Context: an optimization exercise on an open-source flow, tuned for small area and a short achievable clock period. The choices shown serve that exercise and are no tape-out recipe.
Only simulation tests tie the RTL to the original design; equivalence was not proved.
Power figures rest on the tool's default switching activity, not on a simulated workload.

File: design/flow/design.v
module stub_stream_framer #(
    parameter int DEPTH = 64,
    parameter int AW    = 6
) (
    input  logic        clk,
    input  logic        reset,
    input  logic        new_event,
    input  logic [2:0]  BX,
    input  logic [47:0] in_dat,
    input  logic        in_valid,
    input  logic        in_none,
    output logic [47:0] out_dat,
    output logic        out_valid,
    input  logic        out_ready,
    output logic        out_last,
    output logic        busy,
    output logic [15:0] drop_cnt
);
    typedef enum logic [1:0] {S_IDLE, S_HOLD, S_OPEN} state_t;
    state_t       state_reg;
    logic [1:0]   hold_reg;       
    logic         pend_reg;       
    logic [2:0]   cur_bx_reg;
    logic [11:0]  cnt_reg;
    logic         ovf_reg;
    logic [15:0]  drop_cnt_reg;
    logic [48:0]  mem [DEPTH];
    logic [AW-1:0] wr_ptr_reg;
    logic [AW-1:0] rd_ptr_reg;
    logic [AW:0]   count_reg;     
    logic [47:0]  out_dat_reg;
    logic         out_last_reg;
    logic         out_valid_reg;
    logic [AW:0]   free;
    logic          wr_en;
    logic          wr_fire;
    logic          wr_last;
    logic [47:0]   wr_word;
    logic          accept;
    logic          drop;
    logic          pop;
    logic          load;
    logic [AW-1:0] rd_addr;
    logic [47:0]   header_word;
    logic [47:0]   trailer_word;
    assign free         = (AW+1)'(DEPTH) - count_reg;
    assign header_word  = {8'hA5, cur_bx_reg, 37'b0};
    assign trailer_word = {8'h5A, cur_bx_reg, ovf_reg, 24'b0, cnt_reg};
    always_comb begin
        wr_en   = 1'b0;
        wr_last = 1'b0;
        wr_word = '0;
        accept  = 1'b0;
        drop    = 1'b0;
        unique case (state_reg)
            S_HOLD: begin
                if (new_event) begin
                    wr_en   = 1'b1;
                    wr_last = 1'b1;
                    wr_word = trailer_word;
                end else if (hold_reg == 2'd0) begin
                    wr_en   = 1'b1;
                    wr_word = header_word;
                end
            end
            S_OPEN: begin
                if (new_event || pend_reg) begin
                    wr_en   = 1'b1;
                    wr_last = 1'b1;
                    wr_word = trailer_word;
                end else if (in_valid) begin
                    if (free >= (AW+1)'(3)) begin
                        wr_en   = 1'b1;
                        wr_word = in_dat;
                        accept  = 1'b1;
                    end else begin
                        drop = 1'b1;
                    end
                end else if (in_none) begin
                    wr_en   = 1'b1;
                    wr_last = 1'b1;
                    wr_word = trailer_word;
                end
            end
            default: ;
        endcase
    end
    assign wr_fire = wr_en && (count_reg != (AW+1)'(DEPTH));
    assign pop     = out_valid_reg && out_ready;
    assign rd_addr = pop ? rd_ptr_reg + AW'(1) : rd_ptr_reg;
    assign load    = pop ? (count_reg >= (AW+1)'(2))
                         : (!out_valid_reg && (count_reg != '0));
    always_ff @(posedge clk) begin
        if (reset) begin
            state_reg    <= S_IDLE;
            hold_reg     <= 2'd0;
            pend_reg     <= 1'b0;
            cur_bx_reg   <= 3'd0;
            cnt_reg      <= 12'd0;
            ovf_reg      <= 1'b0;
            drop_cnt_reg <= 16'd0;
        end else begin
            if (drop && drop_cnt_reg != 16'hFFFF) begin
                drop_cnt_reg <= drop_cnt_reg + 16'd1;
            end
            if (new_event) begin
                state_reg  <= S_HOLD;
                hold_reg   <= 2'd0;
                pend_reg   <= 1'b0;
                cur_bx_reg <= BX;
                cnt_reg    <= 12'd0;
                ovf_reg    <= 1'b0;
            end else begin
                unique case (state_reg)
                    S_IDLE: ;
                    S_HOLD: begin
                        if (hold_reg == 2'd2) begin
                            state_reg <= S_OPEN;
                        end else begin
                            hold_reg <= hold_reg + 2'd1;
                        end
                    end
                    S_OPEN: begin
                        if (pend_reg) begin
                            pend_reg  <= 1'b0;
                            state_reg <= S_IDLE;
                        end else begin
                            if (accept && cnt_reg != 12'hFFF) begin
                                cnt_reg <= cnt_reg + 12'd1;
                            end
                            if (drop) begin
                                ovf_reg <= 1'b1;
                            end
                            if (in_none) begin
                                if (in_valid) begin
                                    pend_reg <= 1'b1;
                                end else begin
                                    state_reg <= S_IDLE;
                                end
                            end
                        end
                    end
                    default: state_reg <= S_IDLE;
                endcase
            end
        end
    end
    always_ff @(posedge clk) begin
        if (wr_fire) begin
            mem[wr_ptr_reg] <= {wr_last, wr_word};
        end
    end
    always_ff @(posedge clk) begin
        if (reset) begin
            wr_ptr_reg <= '0;
            rd_ptr_reg <= '0;
            count_reg  <= '0;
        end else begin
            if (wr_fire) begin
                wr_ptr_reg <= wr_ptr_reg + AW'(1);
            end
            if (pop) begin
                rd_ptr_reg <= rd_ptr_reg + AW'(1);
            end
            case ({wr_fire, pop})
                2'b10:   count_reg <= count_reg + (AW+1)'(1);
                2'b01:   count_reg <= count_reg - (AW+1)'(1);
                default: count_reg <= count_reg;
            endcase
        end
    end
    always_ff @(posedge clk) begin
        if (reset) begin
            out_valid_reg <= 1'b0;
            out_dat_reg   <= 48'd0;
            out_last_reg  <= 1'b0;
        end else begin
            if (load) begin
                {out_last_reg, out_dat_reg} <= mem[rd_addr];
            end
            if (pop || load) begin
                out_valid_reg <= load;
            end
        end
    end
    assign out_dat   = out_dat_reg;
    assign out_last  = out_last_reg;
    assign out_valid = out_valid_reg;
    assign busy      = (state_reg != S_IDLE) || (count_reg != '0);
    assign drop_cnt  = drop_cnt_reg;
endmodule
File: design/flow/run.sh
#!/bin/bash
# synth_recipe.tcl (not shown) runs the flow's synth.tcl, then flattens the netlist and writes it again
# the make line also repeats each setting of config.mk as NAME=value (left out here)
make -C /OpenROAD-flow-scripts/flow DESIGN_CONFIG=/design/flow/config.mk WORK_HOME=/design/flow/orfs CLKGATE_MAP_FILE= SYNTH_SCRIPT=/design/flow/synth_recipe.tcl finish
File: design/flow/config.mk
export PLATFORM = sky130hd
export DESIGN_NAME = stub_stream_framer
export DESIGN_NICKNAME = stub_stream_framer
export VERILOG_FILES = /design/flow/design.v
export SDC_FILE = /design/flow/constraint.sdc
export NUM_CORES = 4
export LEC_CHECK = 0
export CAP_MARGIN = 20
export CORE_MARGIN = 2
export CORE_UTILIZATION = 40
export SLEW_MARGIN = 20
File: design/flow/constraint.sdc
create_clock -name core_clock -period 4.2 [get_ports {clk}]
set_input_delay 0.8400 -clock core_clock [delete_from_list [all_inputs] [get_ports {clk}]]
set_output_delay 0.8400 -clock core_clock [all_outputs]
set_load 0.01 [all_outputs]
==> summary.txt <==
* Run status: complete, no violations
* Fin crit share at 92.51%
* Capturing element type of the critical path: flop
* Most common flop cell mapped by yosys: edfxtp_1
* Pin count of the biggest net entering global routing at 107
* Final WL at 417.4 mm
* Worst Max-Slew Pin Slew at 1.082 ns
* Total GRT Usage at 24.23%
* Clock skew at 0.05469 ns
* HPWL after DPL at 254.7 mm
* Port buffer count at 123
* X dimension of the die at 580.5 um
* Vias at 79730
* Max-slew violation count at 0
* Wire length of the first global-routing pass at 589.1 mm
* Area growth from synthesis to layout at 17.92%
* Met3 usage at 3.540%
* Insertion delay to the later sink of the worst-skew pair at 0.94 ns
* Via count of the first global-routing pass at 79080
* Number of optimization iterations in the first detailed-route pass at 6
* ANT nets after route at 0
* Most Crowded Layer GR: met2
* LEAKAGE at 53.53 nW
* Asr flop ratio synth at 0%
* Total die area at 337000 um^2
* Clock tree buffer depth at 4
* DRC violations left at 0
* Number of sinks on the clock net at 3242
* Total global routing overflow at 0
* Post-synthesis net count at 7978
* Post-layout minimum cycle time at 3.885 ns
* Length in cells of the worst reg-to-reg path at 17
* Number of maximum-capacitance violations at 0
* Rows at 211
* Post-CTS setup buffer count at 0
* Post-synth cell types at 80
* Power per unit of standard cell area at 447.8 nW/um^2
* Core box area at 330500 um^2
* Proportion of netlist area held by the largest area contributor at 70.83%
* Clock transition at the register clock pins on the worst setup and hold paths after CTS at 0.06 ns
* Max reg flops at 3136
* Fraction of the yosys area taken by sequential cells at 72.43%
* Worst max-slew margin expressed relative to the limit at 27.70%
* Height of the chip at 580.5 um
* Register bit total from synthesis at 3242
* Crit Path Class: flop to flop
* Placed standard-cell area at 145700 um^2
* Clk Tree Root Cell: clkbuf_16
* Number of DRC markers after the initial detailed-route iteration at 9880
* Startpoint class of the critical path: flop
* Count of flip-flops with a built-in enable after synthesis at 3136
* Routing usage on met2 at 39.67%
* Synth area leader: edfxtp_1
* Final hold violation count at 0
* Fin nets at 8433
* Via density per instance at 6.129
* FMAX at 257.4 MHz
* Initial Util at 40.22%
* Hold depth at 3
* VDD IR max at 0.0003344 V
* Mapped cell area at 133000 um^2
* Setup violation total in the final timing report at 0
* Highest fanout seen on the critical path at 4
* Routed wire per std cell at 32.09 um
* Placer Congestion at 0.8569
* Data arrival time at the worst-slack endpoint at 4.69 ns
* Initial antenna violation count at 12
* Yosys synthesis warning count at 1
* Clock buffers created by TritonCTS at 339
* Final Instance Count excl. Fillers at 13010
* Per-instance average area after synthesis at 16.82 um^2
* Share of final-layout standard cells stronger than drive strength 1 at 19.45%
* CTS tree: done
* Top-level port count at 124
* Endpoint required time on the critical path at 5.00 ns
* Hold Buf Count CTS at 0
* Post-route design area at 156800 um^2
* Synthesized netlist cell count at 7906
* Number of placed instances, taps included at 12390
* Top cells by area, synth: edfxtp_1, mux4_2, mux2i_1
* Minimum hold slack at 0.4441 ns
* Type of the tightest min-delay check: primary input to flop
* Met1 usage at 32.35%
* Depth of the CTS H-tree at 5
[synth_stat cells, drive strengths merged (9+ instances only)]
cell type     n
mux2         47
a21oi       112
o211ai       10
nor3         63
a2111oi      13
a31oi       102
a211o        43
buf         292
a32o         27
o21ai       129
a2111o       26
o22ai        58
a311oi       74
xnor2        29
a21o         13
dfxtp       106
nor2b        20
a222oi        9
clkbuf      309
mux2i       760
inv          18
a32oi       132
nand2       797
or3          14
a22oi        74
nor2        153
mux4        382
a22o         26
and3        200
o221ai       29
nand4        61
a31o         18
or4b         11
a311o        46
edfxtp     3136
a211oi      220
and2         31
nand3       129
ha           15
a221oi       83
[path summary, 6_finish.rpt]
path	startpoint	to	slack [ns]
hold reg to reg	ovf_reg	ovf_reg	0.46
setup / recovery	count_reg[0]	count_reg[6]	0.31
hold / removal	reset	count_reg[6]	0.44
setup reg to reg	count_reg[0]	count_reg[6]	0.31
[cell type report]
| class | instances | area, um^2 |
|---|---|---|
| clock buffer | 428 | 9105 |
| tap | 4366 | 5463 |
| antenna | 4 | 10.01 |
| clock inverter | 189 | 1901 |
| timing repair buffer | 715 | 9134 |
| sequential | 3242 | 96300 |
| fill | 27550 | 173800 |
| multi-input combinational | 4045 | 34790 |
| inverter | 18 | 75.07 |
[critical path, stage by stage, from the launching register on]
cell	delay (ns)
dfxtp_1	0.34
inv_1	0.07
ha_1	0.21
buf_4	0.15
nand3b_1	0.17
a221oi_2	0.30
a21oi_1	0.14
o211ai_1	0.28
ha_1	0.25
xor2_1	0.10
ha_1	0.21
a21oi_1	0.22
o21ai_0	0.17
a221oi_2	0.35
mux2_2	0.40
a31oi_1	0.21
xnor2_1	0.15
nor2_1	0.05
[per-stage QoR]
step / TNS [ns] / power [W] / setup slack (ns) / util, %
global route: -0.01479 / 0.07202 / -0.01479 / 47.43
finish: 0 / 0.07021 / 0.3145 / 47.43
global placement: -0.6786 / 0.04085 / -0.4201 / 44.09
detailed placement: -0.1926 / 0.04091 / -0.1534 / 44.09
CTS: 0 / 0.07051 / 0.2103 / 47.42
floorplan: -749.87 / 0.03897 / -0.6978 / -
[where the power goes]
part | leakage (nW) | internal [W] | switching, W
Combinational | 14.0 | 0.00203 | 0.00304
Sequential | 34.2 | 0.0350 | 0.000152
Clock | 5.37 | 0.0172 | 0.0128
Total | 53.5 | 0.0542 | 0.0160
[timing repair]
item | 4_1_cts | 5_1_grt
gates resized for setup | 0 | 3
hold endpoints to repair | 0 | 0
setup endpoints to repair | 0 | 2
[layer usage]
| metal | wire length, um | share of wire (%) | up-vias |
|---|---|---|---|
| li1 | - | - | 33050 |
| met1 | 163000 | 39 | 41870 |
| met2 | 199800 | 48 | 4046 |
| met3 | 35270 | 8.4 | 758 |
| met4 | 19390 | 4.6 | 2 |
| met5 | 13 | 0.0031 | - |
[placed cells by master (no fill, tap or decap), drive strengths merged, types with 132 or more instances in the layout]
cell type and n:
a211oi 220, buf 594, edfxtp 3136, mux4 382, nor2 153, a32oi 132
and3 200, clkbuf 428, mux2i 760, nand2 797, clkinv 135
[logic make-up (layout without fill, tap and decap cells)]
family / Yosys count / after routing / share of synthesized area, %
other: 0 / 4 / 0
multiplexers: 1189 / 1189 / 12.59
adder cells (fa/ha/maj): 15 / 15 / 0.1412
flip-flops: 3242 / 3242 / 72.43
buffers and inverters: 619 / 1350 / 2.036
AND/OR/NAND/NOR: 1522 / 1522 / 5.268
AO/OA/AOI/OAI: 1282 / 1282 / 7.294
XOR/XNOR: 37 / 37 / 0.2437

separate check: timing with driven ports:
How much do the figures lean on ideal ports? The routed layout below was timed once more, with nothing changed but the port constraints. Step 1 (the two cells are an assumption about what drives the block):
set clk [get_ports {clk}]
set_driving_cell -lib_cell sky130_fd_sc_hd__clkbuf_16 $clk
set_driving_cell -lib_cell sky130_fd_sc_hd__buf_2 [delete_from_list [all_inputs] $clk]
Step 2 also shifts input and output timing later by t, the mid clock arrival at the registers, as if the neighbouring blocks saw the same clock. Slacks: no drivers / after step 1 / after step 2; pairs: no drivers / after step 1.
t, ns: 1.012
slack for setup (ns): 0.315 / 0.315 / -0.176
worst hold slack (ns): 0.444 / 0.367 / 0.458
latest minus earliest clock arrival (ns): 0.062 / 0.061
worst slew at a driven data input, ns: 0.14
With both steps, setup timing fails in this run, where it was met with ideal ports. The setup slack of this run moves by 0.000 ns with the drivers and by -0.491 ns with both steps.
